Source: an optimization exercise on an open RTL-to-GDS flow (aim: small area and a short achievable clock period). Production flows keep margins and buffers that such runs may drop. In this exercise RTL edits were held to simulation tests only and were not proved equivalent to the original. No activity file was given, so power comes from the tool's default toggle rates.

==> flow/design.v <==
package pic_pkg;
  localparam logic [24:0] PRIO_HI  = 25'(32'hf00c_0000 >> 7);
  localparam logic [24:0] EN_HI    = 25'(32'hf00c_2000 >> 7);
  localparam logic [24:0] GW_HI    = 25'(32'hf00c_4000 >> 7);
  localparam logic [24:0] CLR_HI   = 25'(32'hf00c_5000 >> 7);
  localparam logic [25:0] PEND_HI  = 26'(32'hf00c_1000 >> 6);
  localparam logic [31:0] PICCFG   = 32'hf00c_3000;
  localparam logic [2:0] W_NONE = 3'd0;
  localparam logic [2:0] W_PRIO = 3'd1;
  localparam logic [2:0] W_EN   = 3'd2;
  localparam logic [2:0] W_GW   = 3'd3;
  localparam logic [2:0] W_CLR  = 3'd4;
  localparam logic [2:0] W_PC   = 3'd5;
endpackage
module pic_ctrl
(
  input  logic        clk,
  input  logic        rst,
  input  logic [31:0] extintsrc_req,
  input  logic        picm_rden,
  input  logic        picm_wren,
  input  logic [31:0] picm_rdaddr,
  input  logic [31:0] picm_wraddr,
  input  logic [31:0] picm_wr_data,
  input  logic [3:0]  meipt,
  input  logic [3:0]  meicurpl,
  output logic [31:0] picm_rd_data,
  output logic [7:0]  claimid,
  output logic [3:0]  pl,
  output logic        mexintpend,
  output logic        mhwakeup
);
  logic [2:0]  wkind;
  logic [4:0]  widx;
  logic [3:0]  wd;
  logic        priord;
  logic [3:0]  q      [32];
  logic [31:0] en, pol, typ;
  logic [31:0] s1, edgep;
  logic [31:0] elig;
  logic [31:0] rd_q;
  logic [4:0]  id_q;
  logic [3:0]  pl_q;
  logic        pend_q, wake_q;
  logic [31:0] wsel;
  logic        priord_n, flip;
  logic [3:0]  q_n    [32];
  logic [31:0] en_n, pol_n, typ_n, clr, edge_n, pend_n, elig_n;
  always_comb begin
    for (int n = 0; n < 32; n++) wsel[n] = (widx == 5'(n));
  end
  assign priord_n = (wkind == pic_pkg::W_PC) ? wd[0] : priord;
  assign flip     = priord_n ^ priord;
  always_comb begin
    q_n[0] = '0;
    en_n[0] = 1'b0; pol_n[0] = 1'b0; typ_n[0] = 1'b0; clr[0] = 1'b0;
    for (int n = 1; n < 32; n++) begin
      q_n[n]   = (wkind == pic_pkg::W_PRIO && wsel[n]) ? (wd ^ {4{priord}}) : (q[n] ^ {4{flip}});
      en_n[n]  = (wkind == pic_pkg::W_EN && wsel[n]) ? wd[0] : en[n];
      pol_n[n] = (wkind == pic_pkg::W_GW && wsel[n]) ? wd[0] : pol[n];
      typ_n[n] = (wkind == pic_pkg::W_GW && wsel[n]) ? wd[1] : typ[n];
      clr[n]   = (wkind == pic_pkg::W_CLR) && wsel[n];
    end
  end
  assign edge_n = (s1 ^ pol) | (edgep & ~clr);
  assign pend_n = (s1 ^ pol_n) | (edge_n & typ_n);
  assign elig_n = pend_n & en_n;
  logic [2:0] wkind_n;
  always_comb begin
    wkind_n = pic_pkg::W_NONE;
    if (picm_wren) begin
      if (picm_wraddr[31:7] == pic_pkg::PRIO_HI) wkind_n = pic_pkg::W_PRIO;
      if (picm_wraddr[31:7] == pic_pkg::EN_HI)   wkind_n = pic_pkg::W_EN;
      if (picm_wraddr[31:7] == pic_pkg::GW_HI)   wkind_n = pic_pkg::W_GW;
      if (picm_wraddr[31:7] == pic_pkg::CLR_HI)  wkind_n = pic_pkg::W_CLR;
      if (picm_wraddr == pic_pkg::PICCFG)        wkind_n = pic_pkg::W_PC;
    end
  end
  logic [4:0]  ridx;
  logic [3:0]  rq;
  logic        ren, rpol, rtyp;
  logic [31:0] rsel, rd_n;
  logic        bypass;
  assign ridx = picm_rdaddr[6:2];
  always_comb begin
    rq   = {4{priord_n}};   
    ren  = 1'b0;
    rpol = 1'b0;
    rtyp = 1'b0;
    for (int n = 1; n < 32; n++) begin
      if (ridx == 5'(n)) begin
        rq   = q_n[n];
        ren  = en_n[n];
        rpol = pol_n[n];
        rtyp = typ_n[n];
      end
    end
  end
  always_comb begin
    rsel = '0;
    if (picm_rden) begin
      if (picm_rdaddr[31:7] == pic_pkg::PRIO_HI) rsel = {28'b0, rq ^ {4{priord_n}}};
      if (picm_rdaddr[31:7] == pic_pkg::EN_HI)   rsel = {31'b0, ren};
      if (picm_rdaddr[31:7] == pic_pkg::GW_HI)   rsel = {30'b0, rtyp, rpol};
      if (picm_rdaddr == pic_pkg::PICCFG)        rsel = {31'b0, priord_n};
      if (picm_rdaddr[31:6] == pic_pkg::PEND_HI && picm_rdaddr[5:2] == 4'd0) rsel = pend_n;
    end
  end
  assign bypass = picm_rden && picm_wren && (picm_rdaddr == picm_wraddr);
  assign rd_n   = bypass ? picm_wr_data : rsel;
  logic [3:0]  x [32];
  logic [31:0] a3, a2, a1, c, b3, b2, b1, d;
  logic        A3, A2, A1, B3, B2, B1;
  logic [3:0]  win_prio;
  logic [4:0]  win_id;
  always_comb begin
    for (int n = 0; n < 32; n++) begin
      x[n]  = elig[n] ? q[n] : 4'd0;
      a3[n] = x[n][3] & x[n][2];
      a2[n] = x[n][3];
      a1[n] = x[n][3] | x[n][2];
    end
  end
  assign A3 = |a3;
  assign A2 = |a2;
  assign A1 = |a1;
  always_comb begin
    for (int n = 0; n < 32; n++) begin
      c[n]  = (a3[n] | ~A3) & (a2[n] | ~A2) & (a1[n] | ~A1);
      b3[n] = c[n] & x[n][1] & x[n][0];
      b2[n] = c[n] & x[n][1];
      b1[n] = c[n] & (x[n][1] | x[n][0]);
    end
  end
  assign B3 = |b3;
  assign B2 = |b2;
  assign B1 = |b1;
  always_comb begin
    for (int n = 0; n < 32; n++) begin
      d[n] = c[n] & (b3[n] | ~B3) & (b2[n] | ~B2) & (b1[n] | ~B1);
    end
  end
  assign win_prio = {A2, A3 | (A1 & ~A2), B2, B3 | (B1 & ~B2)};
  always_comb begin
    win_id = '0;
    for (int n = 31; n >= 0; n--) begin
      if (d[n]) win_id = 5'(n);
    end
  end
  logic [3:0] ipt_eff, curpl_eff;
  assign ipt_eff   = meipt ^ {4{priord}};
  assign curpl_eff = meicurpl ^ {4{priord}};
  always_ff @(posedge clk) begin
    widx <= picm_wraddr[6:2];
    wd   <= picm_wr_data[3:0];
  end
  always_ff @(posedge clk) begin
    if (rst) begin
      wkind  <= pic_pkg::W_NONE;
      priord <= 1'b0;
      for (int n = 0; n < 32; n++) q[n] <= '0;
      en     <= '0;
      pol    <= '0;
      typ    <= '0;
      s1     <= '0;
      edgep  <= '0;
      elig   <= '0;
      rd_q   <= '0;
      id_q   <= '0;
      pl_q   <= '0;
      pend_q <= 1'b0;
      wake_q <= 1'b0;
    end else begin
      wkind  <= wkind_n;
      priord <= priord_n;
      for (int n = 0; n < 32; n++) q[n] <= q_n[n];
      en     <= en_n;
      pol    <= pol_n;
      typ    <= typ_n;
      s1     <= {extintsrc_req[31:1], 1'b0};
      edgep  <= edge_n;
      elig   <= elig_n;
      rd_q   <= rd_n;
      id_q   <= win_id;
      pl_q   <= win_prio ^ {4{priord}};
      pend_q <= (win_prio > ipt_eff) && (win_prio > curpl_eff);
      wake_q <= (win_prio == 4'd15);
    end
  end
  assign picm_rd_data = rd_q;
  assign claimid      = {3'b0, id_q};
  assign pl           = pl_q;
  assign mexintpend   = pend_q;
  assign mhwakeup     = wake_q;
endmodule
==> flow/run.sh <==
#!/bin/bash
# synth_recipe.tcl (not shown) runs the flow's synth.tcl, then flattens the netlist and writes it again
# the make line also repeats each setting of config.mk as NAME=value (left out here)
make -C /OpenROAD-flow-scripts/flow DESIGN_CONFIG=/design/flow/config.mk WORK_HOME=/design/flow/orfs CLKGATE_MAP_FILE= SYNTH_SCRIPT=/design/flow/synth_recipe.tcl finish
==> flow/config.mk <==
export PLATFORM = sky130hd
export DESIGN_NAME = pic_ctrl
export DESIGN_NICKNAME = pic_ctrl
export VERILOG_FILES = /design/flow/design.v
export SDC_FILE = /design/flow/constraint.sdc
export NUM_CORES = 4
export LEC_CHECK = 0
export CAP_MARGIN = 20
export CORE_MARGIN = 2
export CORE_UTILIZATION = 40
export SLEW_MARGIN = 20
==> flow/constraint.sdc <==
create_clock -name core_clock -period 8.5 [get_ports {clk}]
set_input_delay 1.7000 -clock core_clock [delete_from_list [all_inputs] [get_ports {clk}]]
set_output_delay 1.7000 -clock core_clock [all_outputs]
set_load 0.01 [all_outputs]
==> run summary <==
==> cell families after synthesis <==
group                    count (synthesis)  share of synthesized area
multiplexers                           126                     0.0551
flip-flops                             366                      0.309
buffers and inverters                  288                     0.0545
XOR/XNOR                               201                     0.0742
adder cells (fa/ha/maj)                  9                    0.00464
AND/OR/NAND/NOR                       1254                      0.252
AO/OA/AOI/OAI                          942                      0.251
other                                    1                   0.000158
==> worst paths after layout <==
kind	depth (start not counted)	end	slack [ns]
worst min-delay path	2	edgep[7]	0.51
worst max-delay path	19	id_q[0]	2.02
worst max register to register	19	id_q[0]	2.02
worst min register to register	2	edgep[7]	0.51
==> power by group through the flow <==
stage                     logic (mW)  clock network [mW]  registers [mW]
after detailed placement       0.342                   0            1.79
after global placement         0.338                   0            1.79
final                          0.355                1.85            1.75
after global routing           0.371                1.94            1.75
after CTS                      0.344                1.87            1.75
after floorplan                0.178                   0            1.78
==> layout make-up <==
class                           count  area, um2  area share
Tap cell                          773        967      0.0355
Clock inverter                     15        214     0.00784
Multi-Input combinational cell   2535      15200       0.557
Sequential cell                   366       7330       0.269
Timing Repair Buffer              238       2280      0.0836
Inverter                           36        135     0.00495
Clock buffer                       57       1160      0.0424
==> cells in the final DEF (no fill, tap or decap), types with 14 or more instances in the layout <==
cell | Yosys | final
xnor2_1 | 142 | 140
clkdlybuf4s50_1 | 0 | 178
o31ai_1 | 20 | 20
o22ai_1 | 42 | 42
nor4_1 | 20 | 19
or3_1 | 15 | 15
o2111ai_1 | 14 | 14
and2_1 | 26 | 25
mux2i_1 | 107 | 107
and3_1 | 24 | 24
nand2_1 | 262 | 262
nor2_1 | 470 | 467
buf_4 | 17 | 54
nand4_1 | 51 | 51
o221ai_1 | 17 | 17
a31oi_1 | 39 | 39
a21oi_1 | 273 | 273
xor2_1 | 59 | 57
nor3_1 | 70 | 70
a22oi_1 | 28 | 28
o21ai_0 | 262 | 262
nor2b_1 | 101 | 101
a221oi_1 | 15 | 15
o211ai_1 | 31 | 31
inv_1 | 30 | 30
dfxtp_1 | 366 | 365
o21a_1 | 18 | 18
clkbuf_16 | 0 | 41
a211oi_1 | 33 | 33
nand3_1 | 117 | 117
mux2_2 | 17 | 17
==> flip-flops by register name (all words and copies together) (netlist names) <==
signal,flops
s1,31
typ,31
q,124
pl_q,4
en,31
wd,4
rd_q,32
wkind,3
priord,1
id_q,5
wake_q,1
pend_q,1
widx,5
elig,31
edgep,31
pol,31
==> per-stage QoR <==
| stage | util | area [um2] |
|---|---|---|
| after floorplan | - | 23700 |
| after detailed placement | 0.440 | 25900 |
| after CTS | 0.463 | 27200 |
| after global routing | 0.464 | 27300 |
| after global placement | 0.440 | 25900 |
| final | 0.464 | 27300 |
==> worst max-delay path: cells and delay by family (launching register included) <==
family          cells  cell delay, ns
buf+inv             4            0.94
compound gates      9            3.01
flops               1            0.61
simple gates        6            1.82
==> metal layers <==
metal / up-vias / share of wire
met5: - / 0
met4: 0 / 0.071
met3: 315 / 0.090
met2: 1547 / 0.43
met1: 12400 / 0.41
li1: 11500 / -
==> flow_summary_export.csv <==
group,metric,value,unit
outcome,run_status,"timing/DRC/antenna clean",
finish,nNetsFinal,3366,
setup_path,r2r-start,"elig[3]",
cts,cts-root-buf,"clkbuf_16",
floorplanning,core_area,58800,um2
setup_path,crit_chain,"o21ai_0 -> nand4_1 -> nor4_2 -> buf_4 -> nand2_2 -> buf_4 -> a21oi_1 -> a211oi_1 -> nand4_1 -> nor4_1 -> buf_4 -> nand2_2 -> a221oi_1 -> a2111oi_2 -> a2111oi_2 -> a2111oi_1 -> buf_4 -> o31ai_1 -> a22o_1",
cts,clock_sinks,366,
floorplanning,fp.dieH,248,um
cts,ctsHoldBuffers,0,
finish,antenna_cells,0,
setup_path,crit_type,"flop to flop",
synthesis,async_reset_ff_frac,0,
global_routing,grt_max_degree,192,
power_and_ir_drop,total_power,3.96,mW
sta,finalCritPeriodShare,0.762,
placed_design,port_buffers,181,
sta,slew_headroom,0.180,
sta,grt_setup_unrepaired,"false",
floorplanning,std_cell_rows,89,
setup_path,start_kind,"flop",
detailed_routing,wl,115000,um
floorplanning,dieWidth,248,um
power_and_ir_drop,pwr-share-comb,0.090,
power_and_ir_drop,pwr-share-clk,0.468,
cts,cts_resized,0,
placed_design,gp_congestion,1.07,
global_routing,first_global_vias,23900,
synthesis,synth_top_area_frac,0.309,
placed_design,dp_hpwl,85100,um
synthesis,synth-edff-count,0,
sta,tightest_slew,1.22,ns
cts,path_clk_slew,0.06,ns
setup_path,end_kind,"flop",
setup_path,critPathMaxStageDelay,0.73,ns
finish,drive_gt1_frac,0.0653,
synthesis,yosysSeqAreaShare,0.309,
finish,areaGrowthSynthToFinish,15.0,%
sta,finClkSkew,0.0281,ns
min_path,hold_path.class,"flop to flop",
detailed_routing,drc,0,
global_routing,grt_busiest_layer,"met2",
sta,fin_ws,2.02,ns
detailed_routing,routedWlPerCell,28.6,um
global_routing,grtUsageMet2,0.564,
sta,totalNegativeSetupSlack,0,ns
setup_path,crit_path_frequent_cell,"buf_4",
sta,drv_slew,0,
setup_path,crit_arrival,6.98,ns
cts,cts_buffers,41,
global_routing,grt.met1_usage,0.484,
global_routing,grt_pass1_wl,165000,um
finish,fillers,5928,
placed_design,place_ws,2.32,ns
setup_path,worstSetupStartpoint,"elig[3]",
floorplanning,io_pins,186,
cts,cts_tree,"yes",
sta,setup_viol,0,
synthesis,synth_most_common_cell,"nor2_1",
detailed_routing,first_pass_iters,8,
detailed_routing,num_vias,25800,
synthesis,yosysUniqueCellTypes,99,
global_routing,grt_overflow,0,
placed_design,dp.cells,3947,
synthesis,synth_area_leaders,"dfxtp_1 31%, nor2_1 7.4%, a21oi_1 5.8%",
synthesis,yosysTopAreaCell,"dfxtp_1",
min_path,hp-start,"edgep[7]",
power_and_ir_drop,power_density,145,nW/um2
power_and_ir_drop,p_leak,9.87,nW
synthesis,ys_ff_latch,366,
setup_path,slowest_stage,"a221oi_1",
power_and_ir_drop,seqPwrFrac,0.443,
sta,period_needed,6.48,ns
floorplanning,dieArea,61300,um2
synthesis,synth_commonest_cells,"470 x nor2_1, 366 x dfxtp_1, 273 x a21oi_1, 262 x nand2_1, 262 x o21ai_0",
global_routing,grtUsageTotal,0.366,
synthesis,synth_top_flop_cell,"dfxtp_1",
cts,post_cts_buffers,0,
cts,cts.htree.levels,2,
synthesis,yosysWarnings,4,
run,maxCapViolCount,0,
detailed_routing,detail-route-antenna-nets,0,
power_and_ir_drop,switching_power,1.01,mW
global_routing,use_met3,0.0522,
floorplanning,initial_core_util,0.404,
cts,cts_buffer_depth,3,
synthesis,synth.avg_cell_area,7.44,um2
detailed_routing,dr.first_iter.drc_count,3209,
power_and_ir_drop,p_int,2.95,mW
sta,finalHoldViolCount,0,
sta,holdWs,0.506,ns
sta,fmax,154,MHz
setup_path,cp.required,9.01,ns
setup_path,cp_max_fo,21,
synthesis,synth.cell_area,23700,um2
global_routing,antenna_found_initial,1,
power_and_ir_drop,switching_share,0.256,
cts,worstSkewPairLatency,0.59,ns
detailed_routing,drt-vias-per-instance,6.42,
synthesis,synthCells,3187,
power_and_ir_drop,vdd_ir_drop_max,0.138,mV
finish,final_cells,4020,

==> what the ideal ports hide <==
Ports are ideal in the flow. The routed layout listed here was re-timed in OpenROAD. Step 1 (the two cells are an assumption about what drives the block):
set clk [get_ports {clk}]
set_driving_cell -lib_cell sky130_fd_sc_hd__clkbuf_16 $clk
set_driving_cell -lib_cell sky130_fd_sc_hd__buf_2 [delete_from_list [all_inputs] $clk]
Step 2 adds t to the input delays and takes it off the output delays; t is the mean of the earliest and latest rising clock arrival at the registers after step 1. Input paths then give back, and output paths get back, about the clock's delay inside the block. Slacks: ideal ports / drivers / drivers and shift; pairs: ideal ports / drivers.
t, ns: 0.639
slack for setup (ns): 2.022 / 2.022 / 2.022
worst setup path at the end: register to register
worst data-port slew with drivers (ns): 0.06
cell pins on the clock port's net: 1
After both steps this run still meets setup and hold. For this run, drivers alone change the setup slack by 0.000 ns; drivers and shift together by 0.000 ns.
